What follows belongs to an exercise in optimizing a design on an open flow for small area, a short achievable clock period and few clock cycles; a production flow would make more cautious choices. The RTL was checked by simulation tests, not by an equivalence proof against the original design. Power and IR drop assume default switching activity.

lane 1:
Design interval_task_timer_table, start of the top module:
module interval_task_timer_table (
	input  logic               clk,
	input  logic               arst_n,
	input  logic               item_valid,
	output logic               item_ready,
	input  logic               item_cmd,
	input  logic [TICK_W-1:0]  item_now_ticks,
	input  logic [PERIOD_W-1:0] item_period_ms,
	input  logic               item_periodic,
	output logic               result_valid,
	input  logic               result_ready,
	output logic [TIDX_W-1:0]  result_task_index,
	output logic               result_accepted,
	output logic               result_fired,
	output logic               result_last,
	input  logic               psel,
	input  logic               penable,
	input  logic               pwrite,
	input  logic [PADDR_W-1:0] paddr,
	input  logic [DATA_W-1:0]  pwdata,
	output logic [DATA_W-1:0]  prdata,
	output logic               pready
);
	localparam int MK  = 4;                   
	localparam int MCH = PERIOD_W / MK;       
	localparam int MCW = $clog2(MCH);
  ...
Size: roughly 4000 cells after synthesis, about 990 flip-flops, about 150 I/O pins, roughly 52000 um2 of cells after synthesis.
Settings: LEC_CHECK=0, ABC_AREA=1, CAP_MARGIN=20, CORE_MARGIN=2, CORE_UTILIZATION=40, CTS_BUF_LIST=sky130_fd_sc_hd__clkbuf_16, CTS_CLUSTER_DIAMETER=80, CTS_CLUSTER_SIZE=30, SETUP_SLACK_MARGIN=4.5, SLEW_MARGIN=20, TNS_END_PERCENT=5; clock period 8.0 ns.
run.sh (not shown) runs the stock make flow with config.mk's settings and CLKGATE_MAP_FILE= SYNTH_SCRIPT=/design/flow/synth_recipe.tcl, a recipe that flattens the netlist after the stock synthesis.
Testbench counts of lane 1, summed over its fixed seeds: cycles 5,442.
Changes in lane 2 relative to lane 1:
diff --git a/flow/config.mk b/flow/config.mk
--- a/flow/config.mk
+++ b/flow/config.mk
@@ -12,6 +12,6 @@
 export CTS_BUF_LIST = sky130_fd_sc_hd__clkbuf_16
-export CTS_CLUSTER_DIAMETER = 80
-export CTS_CLUSTER_SIZE = 30
+export CTS_CLUSTER_DIAMETER = 70
+export CTS_CLUSTER_SIZE = 25
 export SETUP_SLACK_MARGIN = 4.5
 export SLEW_MARGIN = 20
-export TNS_END_PERCENT = 5
+export TNS_END_PERCENT = 20
## What came out
In summary, lane 2 completed successfully, with a layout that passed the timing, design-rule and antenna checks. For wire length of the first global-routing pass, lane 2 and lane 1 come out practically identical. Final standard cell utilization of the core is lower on lane 2. NOTE power density over the cells lane 1->lane 2 increased slightly. Lane 2: depth of the critical timing path with buffers and inverters included 10 above lane 1. Lower top achievable clock speed among lane 1 and lane 2: lane 2. Lane 2: time the worst path needs with I/O delays and setup higher than lane 1. Taking lane 1 as 1.0, lane 2 lands at 1.4 on clock buffer instance count of the final layout.
Setup changes, lane 2 to lane 3
diff --git a/flow/config.mk b/flow/config.mk
--- a/flow/config.mk
+++ b/flow/config.mk
@@ -14,4 +14,3 @@
 export CTS_CLUSTER_SIZE = 25
-export SETUP_SLACK_MARGIN = 4.5
+export SETUP_SLACK_MARGIN = 4.8
 export SLEW_MARGIN = 20
-export TNS_END_PERCENT = 20
## What came out
Higher measured slew at the worst slew-check pin among lane 2 and lane 3: lane 3. The clock buffer count of lane 3 falls short of that of lane 2 by 1. Lane 2 → lane 3: share of power burned in registers has decreased, clock slew seen by the registers of the worst setup and hold paths held steady, final cell count saw an increase, power share of the clock group shrank by 1.1 points. Diff lane 2 -> lane 3: total power now sits higher; sequential cell area in the final layout now sits at about the same level. Taking lane 2 as the reference, in lane 3 count of buffers added by post-CTS timing repair for setup increased by 85% relative to the old numbers, routed length on met2 grew by about 7%, final instance area went up 4.4%.
Input-level comparison between lane 4 and lane 3:
diff --git a/flow/config.mk b/flow/config.mk
--- a/flow/config.mk
+++ b/flow/config.mk
@@ -14,3 +14,3 @@
 export CTS_CLUSTER_SIZE = 25
-export SETUP_SLACK_MARGIN = 4.8
+export SETUP_SLACK_MARGIN = 4.6
 export SLEW_MARGIN = 20
Notes after the runs:
- Lane 4 vs lane 3, wire length after detailed routing went up by 1300 um.
- Status: final core utilization parity (lane 3, lane 4)
- Fmax: lane 4 above lane 3
- Combined area of the multi-input logic cells: lane 4 vs lane 3 down about 0.33%
- The sequential group power on lane 4 is in line with that on lane 3.
- Compared lane 4 against lane 3; clock-cell share of area within noise.
- Lane 4 against lane 3: relative area of non-clock buffer cells in the final design now sits higher, total met2 wirelength after detailed routing now sits higher, non-filler instance count after layout now sits at about the same level.
Inputs modified between lane 4 and lane 5:
diff --git a/flow/config.mk b/flow/config.mk
--- a/flow/config.mk
+++ b/flow/config.mk
@@ -14,3 +14,3 @@
 export CTS_CLUSTER_SIZE = 25
-export SETUP_SLACK_MARGIN = 4.6
+export SETUP_SLACK_MARGIN = 4.5
 export SLEW_MARGIN = 20
Notes after the runs:
Placer congestion estimate was higher in lane 4 than in lane 5. Lane 5 vs lane 4 — period utilization dropped 0.98 points. Compared with lane 4, lane 5 shows a worst setup slack that is 0.078 ns higher. Every stage of the flow completed for lane 5, and the final layout passed the timing, design-rule and antenna checks. Compared to lane 4, lane 5 has critical path depth 3 lower. [lane 5 vs lane 4] routed length on met2: lower in lane 5. Lane 5 vs. lane 4: design area lost 1800 um2; switching portion of total power went down 0.34 points; power in sequential cells roughly the same; global-route wire length before repair saw a decrease. Comparing lane 4 against lane 5, there is no change at all in number of sinks handled by clock tree synthesis. Diff lane 4 -> lane 5 | via count | down by a few percent.

-- port drivers added, routing unchanged --
How much do the figures lean on ideal ports? The routed layouts below were timed once more, with nothing changed but the port constraints.
Step 1 assumes that a clkbuf_16 drives the clock port and a buf_2 every other input.
Step 2 times the ports against the registers' clock, not the clock port: input delays grow and output delays shrink by t, the midpoint of the rising clock arrivals with the driver on.
a / b / c = ideal ports / drivers / drivers and shift; a / b = the first two.
run	t (ns)	setup slack, ns	slew at the worst register clock pin (ns)	worst data-port slew with drivers (ns)	pins driven straight from the clock port
lane 1	0.767	4.334 / 4.118 / 4.118	0.11 / 0.11	0.32	1
lane 2	0.758	4.251 / 4.172 / 4.142	0.10 / 0.10	0.25	1
lane 3	0.746	4.224 / 4.223 / 4.223	0.09 / 0.09	0.27	1
lane 4	0.748	4.277 / 4.250 / 3.969	0.09 / 0.09	0.26	1
lane 5	0.738	4.356 / 4.232 / 4.140	0.10 / 0.10	0.27	1
After both steps every run listed still meets setup and hold. The setup slack of lane 4, which loses most, moves by -0.027 ns with the drivers and by -0.308 ns with both steps.
